This design comes from an exercise in tuning for small area on the open sky130 flow, not from production work. Where RTL was checked, it was by simulation tests only, not by an equivalence proof against the original. Power is estimated from default activity; no workload was simulated.

==> wip/juniper <==
==> flow/design.v <==
package line_window_pkg;
    parameter int PIX_W = 8;
    parameter int DEF_ROW_W = 256;
    parameter int DEF_COL_H = 256;
    parameter int DEF_ROWS  = 3;
    typedef logic [PIX_W-1:0] pix_t;
    typedef struct packed {
        logic line;
        logic frame;
        pix_t pix;
    } pix_in_t;
endpackage
`timescale 1ns/1ps
module sync_tracker (
    input  logic                    i_clk,
    input  logic                    i_rst_n,
    input  line_window_pkg::pix_in_t i_stream,
    output line_window_pkg::pix_t   o_pix,         
    output logic                    o_act,         
    output logic                    o_frame,       
    output logic                    o_start,       
    output logic                    o_end,         
    output logic [1:0]              o_slot,        
    output logic                    o_close,       
    output logic                    o_part         
);
    logic       in_act;
    logic [6:0] r_grp;
    assign in_act = i_stream.line & i_stream.frame;
    always_ff @(posedge i_clk or negedge i_rst_n) begin
        if (!i_rst_n) begin
            o_act   <= 1'b0;
            o_frame <= 1'b0;
        end else begin
            o_act   <= in_act;
            o_frame <= i_stream.frame;
        end
    end
    always_ff @(posedge i_clk) begin
        o_pix <= i_stream.pix;
    end
    assign o_start = in_act & ~o_act;
    assign o_end   = ~in_act & o_act;
    always_ff @(posedge i_clk or negedge i_rst_n) begin
        if (!i_rst_n) begin
            o_slot <= 2'd0;
            r_grp  <= 7'd0;
        end else if (!i_stream.frame) begin
            o_slot <= 2'd0;
            r_grp  <= 7'd0;
        end else if (o_end) begin
            o_slot <= o_slot[1] ? 2'd0 : o_slot + 2'd1;
            if (o_slot[1]) r_grp <= r_grp + 7'd1;
        end
    end
    assign o_part  = r_grp[6] & r_grp[4] & r_grp[2] & r_grp[0];
    assign o_close = o_slot[1] | o_part;
endmodule
`timescale 1ns/1ps
module line_write_ctrl #(
    parameter int ROW_W = line_window_pkg::DEF_ROW_W
) (
    input  logic                     i_clk,
    input  logic                     i_act,
    input  logic                     i_start,
    input  logic [1:0]               i_slot,
    input  logic                     i_close,
    input  logic                     i_busy,     
    output logic [1:0]               o_we,
    output logic [1:0]               o_mark,
    input  logic [$clog2(ROW_W)-1:0] i_pos0,
    input  logic [$clog2(ROW_W)-1:0] i_pos1,
    output logic [$clog2(ROW_W)-3:0] o_tsel0,
    output logic [$clog2(ROW_W)-3:0] o_tsel1,
    output logic [1:0]               o_dsel0,
    output logic [1:0]               o_dsel1
);
    localparam int ADDR_W = $clog2(ROW_W);
    logic [ADDR_W-1:0] r_rpos0, r_rpos1;
    assign o_we[0]   = i_act & (i_slot == 2'd0);
    assign o_we[1]   = i_act & (i_slot == 2'd1);
    assign o_mark[0] = i_start & (i_slot == 2'd0);
    assign o_mark[1] = i_start & (i_slot == 2'd1);
    always_ff @(posedge i_clk) begin
        if (!(i_busy || (i_start && i_close))) begin
            r_rpos0 <= i_pos0;
            r_rpos1 <= i_pos1;
        end
    end
    assign o_tsel0 = r_rpos0[ADDR_W-1:2];
    assign o_tsel1 = r_rpos1[ADDR_W-1:2];
    assign o_dsel0 = r_rpos0[1:0];
    assign o_dsel1 = r_rpos1[1:0];
endmodule
`timescale 1ns/1ps
module line_ram #(
    parameter int ROW_W = line_window_pkg::DEF_ROW_W
) (
    input  logic                     i_clk,
    input  logic                     i_we,       
    input  line_window_pkg::pix_t    i_wdata,
    input  logic                     i_mark,     
    output logic [$clog2(ROW_W)-1:0] o_pos,
    input  logic [$clog2(ROW_W)-3:0] i_tsel,     
    input  logic [1:0]               i_dsel,     
    output line_window_pkg::pix_t    o_rdata
);
    localparam int ADDR_W = $clog2(ROW_W);
    localparam int TAPS   = ROW_W / 4;
    line_window_pkg::pix_t ring [ROW_W];
    line_window_pkg::pix_t tap;
    line_window_pkg::pix_t dly [1:3];
    always_ff @(posedge i_clk) begin
        ring[0] <= i_we ? i_wdata : ring[ROW_W-1];
        for (int i = 1; i < ROW_W; i++) begin
            ring[i] <= ring[i-1];
        end
    end
    always_ff @(posedge i_clk) begin
        o_pos <= i_mark ? ADDR_W'(3) : o_pos + 1'b1;
    end
    always_comb begin
        tap = '0;
        for (int c = 0; c < TAPS; c++) begin
            tap = tap | (ring[4*c] & {line_window_pkg::PIX_W{i_tsel == (ADDR_W-2)'(c)}});
        end
    end
    always_ff @(posedge i_clk) begin
        dly[1] <= tap;
        dly[2] <= dly[1];
        dly[3] <= dly[2];
    end
    always_comb begin
        case (i_dsel)
            2'd0:    o_rdata = tap;
            2'd1:    o_rdata = dly[1];
            2'd2:    o_rdata = dly[2];
            default: o_rdata = dly[3];
        endcase
    end
endmodule
`timescale 1ns/1ps
module row_assembler (
    input  logic                    i_clk,
    input  logic                    i_rst_n,
    input  line_window_pkg::pix_t   i_pix,
    input  logic                    i_frame,
    input  logic                    i_start,
    input  logic                    i_end,
    input  logic                    i_close,
    input  logic                    i_part,
    input  line_window_pkg::pix_t   i_row0,
    input  line_window_pkg::pix_t   i_row1,
    output logic [23:0]             o_win,
    output logic                    o_win_valid,
    output logic                    o_partial,
    output logic                    o_frame,
    output logic                    o_busy
);
    localparam line_window_pkg::pix_t PAD = 8'h01;    
    logic                  r_rd, r_v1, r_v2, r_rp, r_p1, r_p2, r_frame_d1;
    line_window_pkg::pix_t r_pix_d1, r_pix_d2, r_a, r_b, r_c;
    always_ff @(posedge i_clk or negedge i_rst_n) begin
        if (!i_rst_n) begin
            r_rd        <= 1'b0;
            r_rp        <= 1'b0;
            r_v1        <= 1'b0;
            r_v2        <= 1'b0;
            r_p1        <= 1'b0;
            r_p2        <= 1'b0;
            o_win_valid <= 1'b0;
            o_partial   <= 1'b0;
            r_frame_d1  <= 1'b0;
            o_frame     <= 1'b0;
        end else begin
            if (i_end) begin
                r_rd <= 1'b0;
                r_rp <= 1'b0;
            end else if (i_start && i_close) begin
                r_rd <= 1'b1;
                r_rp <= i_part;
            end
            r_v1        <= r_rd;
            r_v2        <= r_v1;
            o_win_valid <= r_v2;
            r_p1        <= r_rp;
            r_p2        <= r_p1;
            o_partial   <= r_p2;
            r_frame_d1  <= i_frame;
            o_frame     <= r_frame_d1;
        end
    end
    always_ff @(posedge i_clk) begin
        r_pix_d1 <= i_pix;
        r_pix_d2 <= r_pix_d1;
        r_a      <= i_row0;
        r_b      <= i_row1;
        r_c      <= r_pix_d2;
    end
    assign o_busy = r_rd | r_v1 | r_v2;
    assign o_win = !o_win_valid ? '0 :
                   o_partial    ? {r_c, PAD, PAD} : {r_a, r_b, r_c};
endmodule
`timescale 1ns/1ps
module line_window_top #(
    parameter int ROW_W = line_window_pkg::DEF_ROW_W,
    parameter int COL_H = line_window_pkg::DEF_COL_H,
    parameter int ROWS  = line_window_pkg::DEF_ROWS
) (
    input  logic                  i_clk,
    input  logic                  i_rst_n,
    input  line_window_pkg::pix_in_t               i_stream,
    output logic [line_window_pkg::PIX_W*ROWS-1:0] o_win,
    output logic                  o_win_valid,
    output logic                  o_partial,
    output logic                  o_frame
);
    localparam int ADDR_W = $clog2(ROW_W);
    line_window_pkg::pix_t pix;
    logic                  act, frame, start, row_end, close, part, busy;
    logic [1:0]            slot, we, mark;
    logic [ADDR_W-1:0]     pos [2];
    logic [ADDR_W-3:0]     tsel [2];
    logic [1:0]            dsel [2];
    line_window_pkg::pix_t rdata [2];
    sync_tracker u_sync_tracker (
        .i_clk    (i_clk),
        .i_rst_n  (i_rst_n),
        .i_stream (i_stream),
        .o_pix    (pix),
        .o_act    (act),
        .o_frame  (frame),
        .o_start  (start),
        .o_end    (row_end),
        .o_slot   (slot),
        .o_close  (close),
        .o_part   (part)
    );
    line_write_ctrl #(
        .ROW_W (ROW_W)
    ) u_line_write_ctrl (
        .i_clk   (i_clk),
        .i_act   (act),
        .i_start (start),
        .i_slot  (slot),
        .i_close (close),
        .i_busy  (busy),
        .o_we    (we),
        .o_mark  (mark),
        .i_pos0  (pos[0]),
        .i_pos1  (pos[1]),
        .o_tsel0 (tsel[0]),
        .o_tsel1 (tsel[1]),
        .o_dsel0 (dsel[0]),
        .o_dsel1 (dsel[1])
    );
    for (genvar k = 0; k < ROWS - 1; k++) begin : g_line_ram
        line_ram #(
            .ROW_W (ROW_W)
        ) u_line_ram (
            .i_clk   (i_clk),
            .i_we    (we[k]),
            .i_wdata (pix),
            .i_mark  (mark[k]),
            .o_pos   (pos[k]),
            .i_tsel  (tsel[k]),
            .i_dsel  (dsel[k]),
            .o_rdata (rdata[k])
        );
    end
    row_assembler u_row_assembler (
        .i_clk       (i_clk),
        .i_rst_n     (i_rst_n),
        .i_pix       (pix),
        .i_frame     (frame),
        .i_start     (start),
        .i_end       (row_end),
        .i_close     (close),
        .i_part      (part),
        .i_row0      (rdata[0]),
        .i_row1      (rdata[1]),
        .o_win       (o_win),
        .o_win_valid (o_win_valid),
        .o_partial   (o_partial),
        .o_frame     (o_frame),
        .o_busy      (busy)
    );
endmodule
==> flow/run.sh <==
#!/bin/bash
# synth_recipe.tcl (not shown) runs the flow's synth.tcl, then flattens the netlist and writes it again
# the make line also repeats each setting of config.mk as NAME=value (left out here)
make -C /OpenROAD-flow-scripts/flow DESIGN_CONFIG=/design/flow/config.mk WORK_HOME=/design/flow/orfs CLKGATE_MAP_FILE= SYNTH_SCRIPT=/design/flow/synth_recipe.tcl finish
==> flow/config.mk <==
export PLATFORM = sky130hd
export DESIGN_NAME = line_window_top
export DESIGN_NICKNAME = line_window_top
export VERILOG_FILES = /design/flow/design.v
export SDC_FILE = /design/flow/constraint.sdc
export NUM_CORES = 4
export LEC_CHECK = 0
export ABC_AREA = 1
export CAP_MARGIN = 20
export CORE_MARGIN = 2
export CORE_UTILIZATION = 55
export CTS_BUF_LIST = sky130_fd_sc_hd__clkbuf_8
export CTS_CLUSTER_DIAMETER = 45
export CTS_CLUSTER_SIZE = 18
export SLEW_MARGIN = 20
==> flow/constraint.sdc <==
create_clock -name core_clock -period 5.0 [get_ports {i_clk}]
set_input_delay 1.0000 -clock core_clock [delete_from_list [all_inputs] [get_ports {i_clk}]]
set_output_delay 1.0000 -clock core_clock [all_outputs]
set_load 0.01 [all_outputs]
==> wip/quartz (differences from wip/juniper) <==
--- a/flow/design.v
+++ b/flow/design.v
@@ -65,6 +65,4 @@
     input  logic                     i_start,
     input  logic [1:0]               i_slot,
-    input  logic                     i_close,
-    input  logic                     i_busy,     
     output logic [1:0]               o_we,
     output logic [1:0]               o_mark,
@@ -76,18 +74,20 @@
     output logic [1:0]               o_dsel1
 );
+    logic [$clog2(ROW_W)-1:0] r_rpos0, r_rpos1;
+    logic                     load;
     localparam int ADDR_W = $clog2(ROW_W);
-    logic [ADDR_W-1:0] r_rpos0, r_rpos1;
     assign o_we[0]   = i_act & (i_slot == 2'd0);
     assign o_we[1]   = i_act & (i_slot == 2'd1);
     assign o_mark[0] = i_start & (i_slot == 2'd0);
     assign o_mark[1] = i_start & (i_slot == 2'd1);
-    always_ff @(posedge i_clk) begin
-        if (!(i_busy || (i_start && i_close))) begin
+    assign load = i_start && i_slot == 2'd2;
+    always_ff @(posedge i_clk) begin
+        if (load) begin
             r_rpos0 <= i_pos0;
             r_rpos1 <= i_pos1;
         end
     end
-    assign o_tsel0 = r_rpos0[ADDR_W-1:2];
-    assign o_tsel1 = r_rpos1[ADDR_W-1:2];
+    assign o_tsel0 = load ? i_pos0[ADDR_W-1:2] : r_rpos0[ADDR_W-1:2];
+    assign o_tsel1 = load ? i_pos1[ADDR_W-1:2] : r_rpos1[ADDR_W-1:2];
     assign o_dsel0 = r_rpos0[1:0];
     assign o_dsel1 = r_rpos1[1:0];
@@ -118,5 +118,5 @@
     end
     always_ff @(posedge i_clk) begin
-        o_pos <= i_mark ? ADDR_W'(3) : o_pos + 1'b1;
+        o_pos <= i_mark ? ADDR_W'(2) : o_pos + 1'b1;
     end
     always_comb begin
@@ -155,6 +155,5 @@
     output logic                    o_win_valid,
     output logic                    o_partial,
-    output logic                    o_frame,
-    output logic                    o_busy
+    output logic                    o_frame
 );
     localparam line_window_pkg::pix_t PAD = 8'h01;    
@@ -198,5 +197,4 @@
         r_c      <= r_pix_d2;
     end
-    assign o_busy = r_rd | r_v1 | r_v2;
     assign o_win = !o_win_valid ? '0 :
                    o_partial    ? {r_c, PAD, PAD} : {r_a, r_b, r_c};
@@ -218,5 +216,5 @@
     localparam int ADDR_W = $clog2(ROW_W);
     line_window_pkg::pix_t pix;
-    logic                  act, frame, start, row_end, close, part, busy;
+    logic                  act, frame, start, row_end, close, part;
     logic [1:0]            slot, we, mark;
     logic [ADDR_W-1:0]     pos [2];
@@ -244,6 +242,4 @@
         .i_start (start),
         .i_slot  (slot),
-        .i_close (close),
-        .i_busy  (busy),
         .o_we    (we),
         .o_mark  (mark),
@@ -283,6 +279,5 @@
         .o_win_valid (o_win_valid),
         .o_partial   (o_partial),
-        .o_frame     (o_frame),
-        .o_busy      (busy)
+        .o_frame     (o_frame)
     );
 endmodule
ABC_AREA = unset   (was 1)
CORE_UTILIZATION = 70   (was 55)
CTS_BUF_LIST = sky130_fd_sc_hd__clkbuf_4 sky130_fd_sc_hd__clkbuf_8   (was sky130_fd_sc_hd__clkbuf_8)
CTS_CLUSTER_DIAMETER = unset   (was 45)
CTS_CLUSTER_SIZE = unset   (was 18)
==> wip/nickel (differences from wip/juniper) <==
--- a/flow/design.v
+++ b/flow/design.v
@@ -20,4 +20,5 @@
     output logic                    o_frame,       
     output logic                    o_start,       
+    output logic                    o_start_d,     
     output logic                    o_end,         
     output logic [1:0]              o_slot,        
@@ -30,7 +31,9 @@
     always_ff @(posedge i_clk or negedge i_rst_n) begin
         if (!i_rst_n) begin
-            o_act   <= 1'b0;
-            o_frame <= 1'b0;
+            o_act     <= 1'b0;
+            o_frame   <= 1'b0;
+            o_start_d <= 1'b0;
         end else begin
+            o_start_d <= o_start;
             o_act   <= in_act;
             o_frame <= i_stream.frame;
@@ -64,4 +67,5 @@
     input  logic                     i_act,
     input  logic                     i_start,
+    input  logic                     i_start_d,
     input  logic [1:0]               i_slot,
     input  logic                     i_close,
@@ -69,31 +73,16 @@
     output logic [1:0]               o_we,
     output logic [1:0]               o_mark,
-    input  logic [$clog2(ROW_W)-1:0] i_pos0,
-    input  logic [$clog2(ROW_W)-1:0] i_pos1,
-    output logic [$clog2(ROW_W)-3:0] o_tsel0,
-    output logic [$clog2(ROW_W)-3:0] o_tsel1,
-    output logic [1:0]               o_dsel0,
-    output logic [1:0]               o_dsel1
-);
-    localparam int ADDR_W = $clog2(ROW_W);
-    logic [ADDR_W-1:0] r_rpos0, r_rpos1;
+    output logic                     o_hold
+);
     assign o_we[0]   = i_act & (i_slot == 2'd0);
     assign o_we[1]   = i_act & (i_slot == 2'd1);
-    assign o_mark[0] = i_start & (i_slot == 2'd0);
-    assign o_mark[1] = i_start & (i_slot == 2'd1);
-    always_ff @(posedge i_clk) begin
-        if (!(i_busy || (i_start && i_close))) begin
-            r_rpos0 <= i_pos0;
-            r_rpos1 <= i_pos1;
-        end
-    end
-    assign o_tsel0 = r_rpos0[ADDR_W-1:2];
-    assign o_tsel1 = r_rpos1[ADDR_W-1:2];
-    assign o_dsel0 = r_rpos0[1:0];
-    assign o_dsel1 = r_rpos1[1:0];
+    assign o_mark[0] = i_start_d & (i_slot == 2'd0);
+    assign o_mark[1] = i_start_d & (i_slot == 2'd1);
+    assign o_hold    = i_busy | (i_start & i_close);
 endmodule
 `timescale 1ns/1ps
 module line_ram #(
-    parameter int ROW_W = line_window_pkg::DEF_ROW_W
+    parameter int ROW_W = line_window_pkg::DEF_ROW_W,
+    parameter int STEP  = 8
 ) (
     input  logic                     i_clk,
@@ -101,14 +90,17 @@
     input  line_window_pkg::pix_t    i_wdata,
     input  logic                     i_mark,     
-    output logic [$clog2(ROW_W)-1:0] o_pos,
-    input  logic [$clog2(ROW_W)-3:0] i_tsel,     
-    input  logic [1:0]               i_dsel,     
+    input  logic                     i_hold,     
     output line_window_pkg::pix_t    o_rdata
 );
     localparam int ADDR_W = $clog2(ROW_W);
-    localparam int TAPS   = ROW_W / 4;
+    localparam int STEP_W = $clog2(STEP);
+    localparam int TAPS   = ROW_W / STEP;
     line_window_pkg::pix_t ring [ROW_W];
-    line_window_pkg::pix_t tap;
-    line_window_pkg::pix_t dly [1:3];
+    line_window_pkg::pix_t dly [STEP];
+    logic [ADDR_W-1:0]        pos;
+    logic [ADDR_W-STEP_W-1:0] tsel;
+    logic [STEP_W-1:0]        dsel;
+    assign tsel = pos[ADDR_W-1:STEP_W];
+    assign dsel = pos[STEP_W-1:0];
     always_ff @(posedge i_clk) begin
         ring[0] <= i_we ? i_wdata : ring[ROW_W-1];
@@ -118,24 +110,23 @@
     end
     always_ff @(posedge i_clk) begin
-        o_pos <= i_mark ? ADDR_W'(3) : o_pos + 1'b1;
+        if (i_mark) pos <= ADDR_W'(3);
+        else if (!i_hold) pos <= pos + 1'b1;
     end
     always_comb begin
-        tap = '0;
+        dly[0] = '0;
         for (int c = 0; c < TAPS; c++) begin
-            tap = tap | (ring[4*c] & {line_window_pkg::PIX_W{i_tsel == (ADDR_W-2)'(c)}});
-        end
-    end
-    always_ff @(posedge i_clk) begin
-        dly[1] <= tap;
-        dly[2] <= dly[1];
-        dly[3] <= dly[2];
+            dly[0] = dly[0] | (ring[STEP*c] & {line_window_pkg::PIX_W{tsel == (ADDR_W-STEP_W)'(c)}});
+        end
+    end
+    always_ff @(posedge i_clk) begin
+        for (int j = 1; j < STEP; j++) begin
+            dly[j] <= dly[j-1];
+        end
     end
     always_comb begin
-        case (i_dsel)
-            2'd0:    o_rdata = tap;
-            2'd1:    o_rdata = dly[1];
-            2'd2:    o_rdata = dly[2];
-            default: o_rdata = dly[3];
-        endcase
+        o_rdata = '0;
+        for (int j = 0; j < STEP; j++) begin
+            o_rdata = o_rdata | (dly[j] & {line_window_pkg::PIX_W{dsel == STEP_W'(j)}});
+        end
     end
 endmodule
@@ -218,9 +209,6 @@
     localparam int ADDR_W = $clog2(ROW_W);
     line_window_pkg::pix_t pix;
-    logic                  act, frame, start, row_end, close, part, busy;
+    logic                  act, frame, start, start_d, row_end, close, part, busy, hold;
     logic [1:0]            slot, we, mark;
-    logic [ADDR_W-1:0]     pos [2];
-    logic [ADDR_W-3:0]     tsel [2];
-    logic [1:0]            dsel [2];
     line_window_pkg::pix_t rdata [2];
     sync_tracker u_sync_tracker (
@@ -232,4 +220,5 @@
         .o_frame  (frame),
         .o_start  (start),
+        .o_start_d(start_d),
         .o_end    (row_end),
         .o_slot   (slot),
@@ -243,4 +232,5 @@
         .i_act   (act),
         .i_start (start),
+        .i_start_d(start_d),
         .i_slot  (slot),
         .i_close (close),
@@ -248,10 +238,5 @@
         .o_we    (we),
         .o_mark  (mark),
-        .i_pos0  (pos[0]),
-        .i_pos1  (pos[1]),
-        .o_tsel0 (tsel[0]),
-        .o_tsel1 (tsel[1]),
-        .o_dsel0 (dsel[0]),
-        .o_dsel1 (dsel[1])
+        .o_hold  (hold)
     );
     for (genvar k = 0; k < ROWS - 1; k++) begin : g_line_ram
@@ -263,7 +248,5 @@
             .i_wdata (pix),
             .i_mark  (mark[k]),
-            .o_pos   (pos[k]),
-            .i_tsel  (tsel[k]),
-            .i_dsel  (dsel[k]),
+            .i_hold  (hold),
             .o_rdata (rdata[k])
         );
==> flow/flow/run.sh (new file) <==
#!/bin/bash
# The standard layout (the standard.sh, unchanged synthesis and steps), with the
# clock tree built without dummy balancing loads. Each make step keeps its own logs under
# orfs/logs/; the whole make output goes to standard.log here.
set -euo pipefail
CTS="-sink_clustering_enable -repair_clock_nets -buf_list sky130_fd_sc_hd__clkbuf_8"
CTS="$CTS -sink_clustering_size 20 -sink_clustering_max_diameter 45 -dont_use_dummy_load -tree_buf sky130_fd_sc_hd__clkbuf_4"
bash standard.sh "CTS_ARGS=$CTS" finish > standard.log 2>&1
==> flow/standard.sh (new file) <==
#!/bin/bash
# synth_recipe.tcl (not shown) runs the flow's synth.tcl, then flattens the netlist and writes it again
# the make line also repeats each setting of config.mk as NAME=value (left out here)
make -C /OpenROAD-flow-scripts/flow DESIGN_CONFIG=/design/flow/config.mk WORK_HOME=/design/flow/orfs CLKGATE_MAP_FILE= SYNTH_SCRIPT=/design/flow/synth_recipe.tcl "${@:-finish}"
ABC_AREA = unset   (was 1)
CORE_UTILIZATION = 65   (was 55)
CTS_CLUSTER_SIZE = 20   (was 18)
removed: flow/run.sh
==> run summary <==
quantity                                                                                            wip/nickel                             wip/quartz                           wip/juniper
Number of distinct standard cells referenced by the synthesized netlist                                     62                                     72                                    26
Run status                                                                            timing/DRC/antenna clean               timing/DRC/antenna clean              timing/DRC/antenna clean
Inverters excl. clock                                                                                       12                                     33                                   104
Fraction of area in clock buffers and inverters                                                         3.831%                                 10.71%                                6.035%
Worst-case hold path end point                                           g_line_ram[0].u_line_ram.ring[157][6]  g_line_ram[0].u_line_ram.ring[159][1]  g_line_ram[1].u_line_ram.ring[78][1]
Critical register-to-register path endpoint                                             u_row_assembler.r_a[4]                 u_row_assembler.r_a[5]                u_row_assembler.r_b[4]
Routed wire length per instance                                                                       20.14 um                               29.92 um                              20.05 um
FILL cells                                                                                               9,459                                  6,094                                13,480
Maximum number of pins on one net before global-route repair                                                41                                     62                                   121
Combinational Power Share                                                                                 3.8%                                   1.0%                                  5.2%
HP Start                                                                 g_line_ram[0].u_line_ram.ring[156][6]  g_line_ram[0].u_line_ram.ring[158][1]  g_line_ram[1].u_line_ram.ring[77][1]
Worst R2R Path Depth                                                                                         6                                     11                                    12
Final setup slack of the worst path                                                                  0.4849 ns                              0.3283 ns                             0.7261 ns
Peak supply drop                                                                                     0.3626 mV                              0.4750 mV                             0.4870 mV
Multi-input combinational gate total                                                                       788                                  1,446                                 2,383
Final-layout clock buffer total                                                                            282                                    917                                   354
Count of TritonRoute iterations in the first routing pass                                                    6                                      7                                     6
First DRT Iteration DRCs                                                                                 2,464                                  5,901                                 3,290
Max stage delay cell, worst path                                                                       dfrtp_1                                dfrtp_4                               nand2_1
Only the layout flow was run in wip/juniper; the RTL was not checked for function there.

[port drivers added, routing unchanged]
In the flow no input, the clock included, has a driving cell. The finished layouts below were timed again as built, in two steps. Step 1: set_driving_cell puts a clkbuf_16 on i_clk and a buf_2 on each other input, an assumption about the parent block. Step 2, shift: input delay + t, output delay - t, t = (earliest + latest rising clock arrival at the registers) / 2. This alone moves slack from input paths to output paths. Slacks: ideal ports / drivers / drivers and shift; pairs: ideal ports / drivers.
run | t (ns) | setup WS [ns] | hold slack, ns | worst setup path after step 2
wip/juniper | 1.112 | 0.726 / 0.651 / 1.397 | 0.258 / 0.258 / 0.258 | register to register
wip/quartz | 1.118 | 0.328 / 0.328 / -0.179 | 0.279 / 0.279 / 0.279 | input to register
wip/nickel | 1.005 | 0.485 / 0.410 / 1.182 | 0.281 / 0.281 / 0.281 | input to register
With both steps, setup timing fails in wip/quartz, where it was met with ideal ports. For wip/quartz, which loses most, drivers alone change the setup slack by 0.000 ns; drivers and shift together by -0.507 ns.
